Source: an optimization exercise on an open RTL-to-GDS flow (aim: small area and a short achievable clock period). Production flows keep margins and buffers that such runs may drop.
RTL that was checked went through simulation tests only; none was proved equivalent to the original.
No activity file was given, so power comes from the tool's default toggle rates.

Design vc_dds_top, start of the top module:
module vc_dds_top
(
  input  logic                    clk_user_bufg,
  input  logic                    rst_glb,
  input  logic                    cfg_wr,           
  input  logic [85:0]             cfg,              
  output logic [16-1:0] sample,           
  output logic                    sample_valid,
  output logic [10-1:0]    dac_fsc           
);
  vc_dds_pkg::vc_cfg_t             cfg_s;
  logic                            tri_en;
  logic                            saw_en;
  logic [32-1:0]          freq_word;
  logic [16-1:0]         amp;
  logic [16-1:0]         dc_offset;
  logic [32/2:0]          phase_top;       
  logic [16-1:0]         shape;
  logic                            written_q;       
  logic [3:0]                      valid_q;
  assign cfg_s = cfg;
  vc_dds_cfg_reg u_cfg_reg (
    .clk_user_bufg (clk_user_bufg),
    .rst_glb       (rst_glb),
    .cfg_wr        (cfg_wr),
  ...
Settings: LEC_CHECK=0, CAP_MARGIN=20, CORE_MARGIN=2, CORE_UTILIZATION=40, CTS_CLUSTER_DIAMETER=100, CTS_CLUSTER_SIZE=25, SETUP_SLACK_MARGIN=3.1, SLEW_MARGIN=20; clock period 5.5 ns.
standard.sh (not shown) runs the stock make flow with config.mk's settings and CLKGATE_MAP_FILE= SYNTH_SCRIPT=/design/flow/synth_recipe.tcl, a recipe that flattens the netlist after the stock synthesis.
==> flow/flow/run.sh <==
#!/bin/bash
# Standard ORFS layout, except that the port buffers are the smallest plain
# buffer instead of the default delay-buffer cell. Each tool's output is kept
# by ORFS under orfs/logs/; make's own output goes to flow_make.log.
set -euo pipefail
export BUFFER_PORTS_ARGS="-buffer_cell sky130_fd_sc_hd__buf_1"
bash standard.sh finish > flow_make.log 2>&1
The baseline produced a clean layout.
Then changed:
--- a/flow/design.v
+++ b/flow/design.v
@@ -750,19 +750,19 @@
     r1_446 <= s405;
   end
   wire [19:0] tot = {r1_445, r1_443, r1_441, r1_439, r1_437, r1_435, r1_433, r1_431, r1_429, r1_427, r1_425, r1_423, r1_421, r1_419, r1_417, r1_415, r1_413, r1_411, r1_409, r1_407} + {r1_446, r1_444, r1_442, r1_440, r1_438, r1_436, r1_434, r1_432, r1_430, r1_428, r1_426, r1_424, r1_422, r1_420, r1_418, r1_416, r1_414, r1_412, r1_410, r1_408} + cin_q;
   wire [16:0] hisum = tot[19:3];
   assign result = hisum;
   logic [16+RW-1:0] dly_q [1];
   always_ff @(posedge clk_user_bufg)
   begin
-    dly_q[0] <= ~result;
+    dly_q[0] <= result;
   end
-  assign sample = ~(dly_q[0][16-1:0] & {16{dly_q[0][16]}});
+  assign sample = dly_q[0][16] ? {16{1'b1}} : dly_q[0][16-1:0];
 endmodule
 `timescale 1ns/1ns
 module vc_dds_top
 (
   input  logic                    clk_user_bufg,
   input  logic                    rst_glb,
   input  logic                    cfg_wr,           
   input  logic [85:0]             cfg,              
Maximum frequency falls by a few percent.
Design area hardly moves.
Core utilization barely changes.
First-iteration DRC count rises by about a fifth.
Combinational power rises slightly.
Via count rises slightly.
For the second run of this note, only the layout was checked, not whether the RTL still works.

---

== epsilon ==
vc_dds_top, a different RTL version from the one above (not shown whole).
Size in the first run: roughly 1500 cells after synthesis, ~350 flip-flops, ~17000 um2 of cells after synthesis.
==> module vc_phase_accum, before the edit <==
module vc_phase_accum
(
  input  logic                       clk_user_bufg,
  input  logic                       cfg_wr,
  input  logic [10-1:0]       pcw,
  input  logic [32-1:0]     freq_word,
  output logic [32-1:0]     phase
);
  always_ff @(posedge clk_user_bufg)
  begin
    if (cfg_wr)
      phase <= {pcw, {22{1'b0}}};
    else
      phase <= phase + freq_word;
  end
endmodule
==> flow/config.mk <==
export PLATFORM = sky130hd
export DESIGN_NAME = vc_dds_top
export DESIGN_NICKNAME = vc_dds_top
export VERILOG_FILES = /design/flow/design.v
export SDC_FILE = /design/flow/constraint.sdc
export NUM_CORES = 4
export LEC_CHECK = 0
export CAP_MARGIN = 20
export CORE_MARGIN = 2
export CORE_UTILIZATION = 40
export CTS_CLUSTER_DIAMETER = 100
export CTS_CLUSTER_SIZE = 25
export SETUP_SLACK_MARGIN = 3.0
export SLEW_MARGIN = 20
==> flow/constraint.sdc <==
create_clock -name core_clock -period 5.5 [get_ports {clk_user_bufg}]
set_input_delay 1.1000 -clock core_clock [delete_from_list [all_inputs] [get_ports {clk_user_bufg}]]
set_output_delay 1.1000 -clock core_clock [all_outputs]
set_load 0.01 [all_outputs]
Scripts as last shown in full above: flow/flow/run.sh
Edits applied to the flow inputs when going from epsilon to gamma:
--- a/flow/design.v
+++ b/flow/design.v
@@ -75,4 +75,10 @@
   output logic [32-1:0]     phase
 );
+  localparam int H = 32 / 2;
+  logic [H:0]   sum_lo;
+  logic [H-1:0] sum_hi0, sum_hi1;
+  assign sum_lo  = {1'b0, phase[H-1:0]} + {1'b0, freq_word[H-1:0]};
+  assign sum_hi0 = phase[32-1:H] + freq_word[32-1:H];
+  assign sum_hi1 = phase[32-1:H] + freq_word[32-1:H] + 1'b1;
   always_ff @(posedge clk_user_bufg)
   begin
@@ -80,5 +86,5 @@
       phase <= {pcw, {22{1'b0}}};
     else
-      phase <= phase + freq_word;
+      phase <= {sum_lo[H] ? sum_hi1 : sum_hi0, sum_lo[H-1:0]};
   end
 endmodule
==> run summary <==
Looking only at fraction of layout instances using a drive strength above 1, and setting everything else aside, the lower value of gamma and epsilon goes to epsilon.
Switching share of total power in gamma is 0.74 points higher than in epsilon
Having completed the whole flow, gamma delivered a layout that passed the timing, design-rule and antenna checks.
Compared with epsilon, in gamma via count of the routed design increased by 219 relative to the old numbers; count of buffers not belonging to the clock network in the layout higher; multi-input combinational area share closely matched the old numbers; global-route usage now larger; half-perimeter wire length after placement +84 um.
Compared with epsilon, gamma ends up with more cell area.
Post-synthesis cell count across gamma and epsilon: no real change.
Going from epsilon to gamma, via density per instance moved up; first-pass GRT wire length moved up; final cycle utilization of the critical path moved up.
Sort gamma and epsilon by overall power after layout, descending, and gamma comes first.
Looking only at worst path setup slack after routing, and setting everything else aside, the lower value of gamma and epsilon goes to gamma.
Function was not checked in any run of this note: the RTL went through the layout flow alone.

-- separate check: timing with driven ports --
The results above use ideal ports. As a check the final layouts listed here were re-extracted and re-timed, cells and wires unchanged.
Step 1 sets driving cells, clkbuf_16 on the clock port and buf_2 on the other inputs (assumed; they add their load-dependent delay and slew).
Step 2 adds t to the input delays and takes it off the output delays; t is the mean of the earliest and latest rising clock arrival at the registers after step 1. Input paths then give back, and output paths get back, about the clock's delay inside the block.
a / b / c = ideal ports / drivers / drivers and shift; a / b = the first two.
run	shift t [ns]	slack for setup (ns)	worst setup path at the end	pins driven straight from the clock port
the first run of note 1	0.561	3.170 / 3.131 / 2.877	input to register	1
the second run of note 1	0.573	3.053 / 2.999 / 2.819	input to register	1
epsilon	0.577	2.884 / 2.884 / 2.615	input to register	1
gamma	0.578	2.456 / 2.456 / 2.456	register to register	1
After both steps every run listed still meets setup and hold. The setup slack of the first run of note 1, which loses most, moves by -0.039 ns with the drivers and by -0.293 ns with both steps.
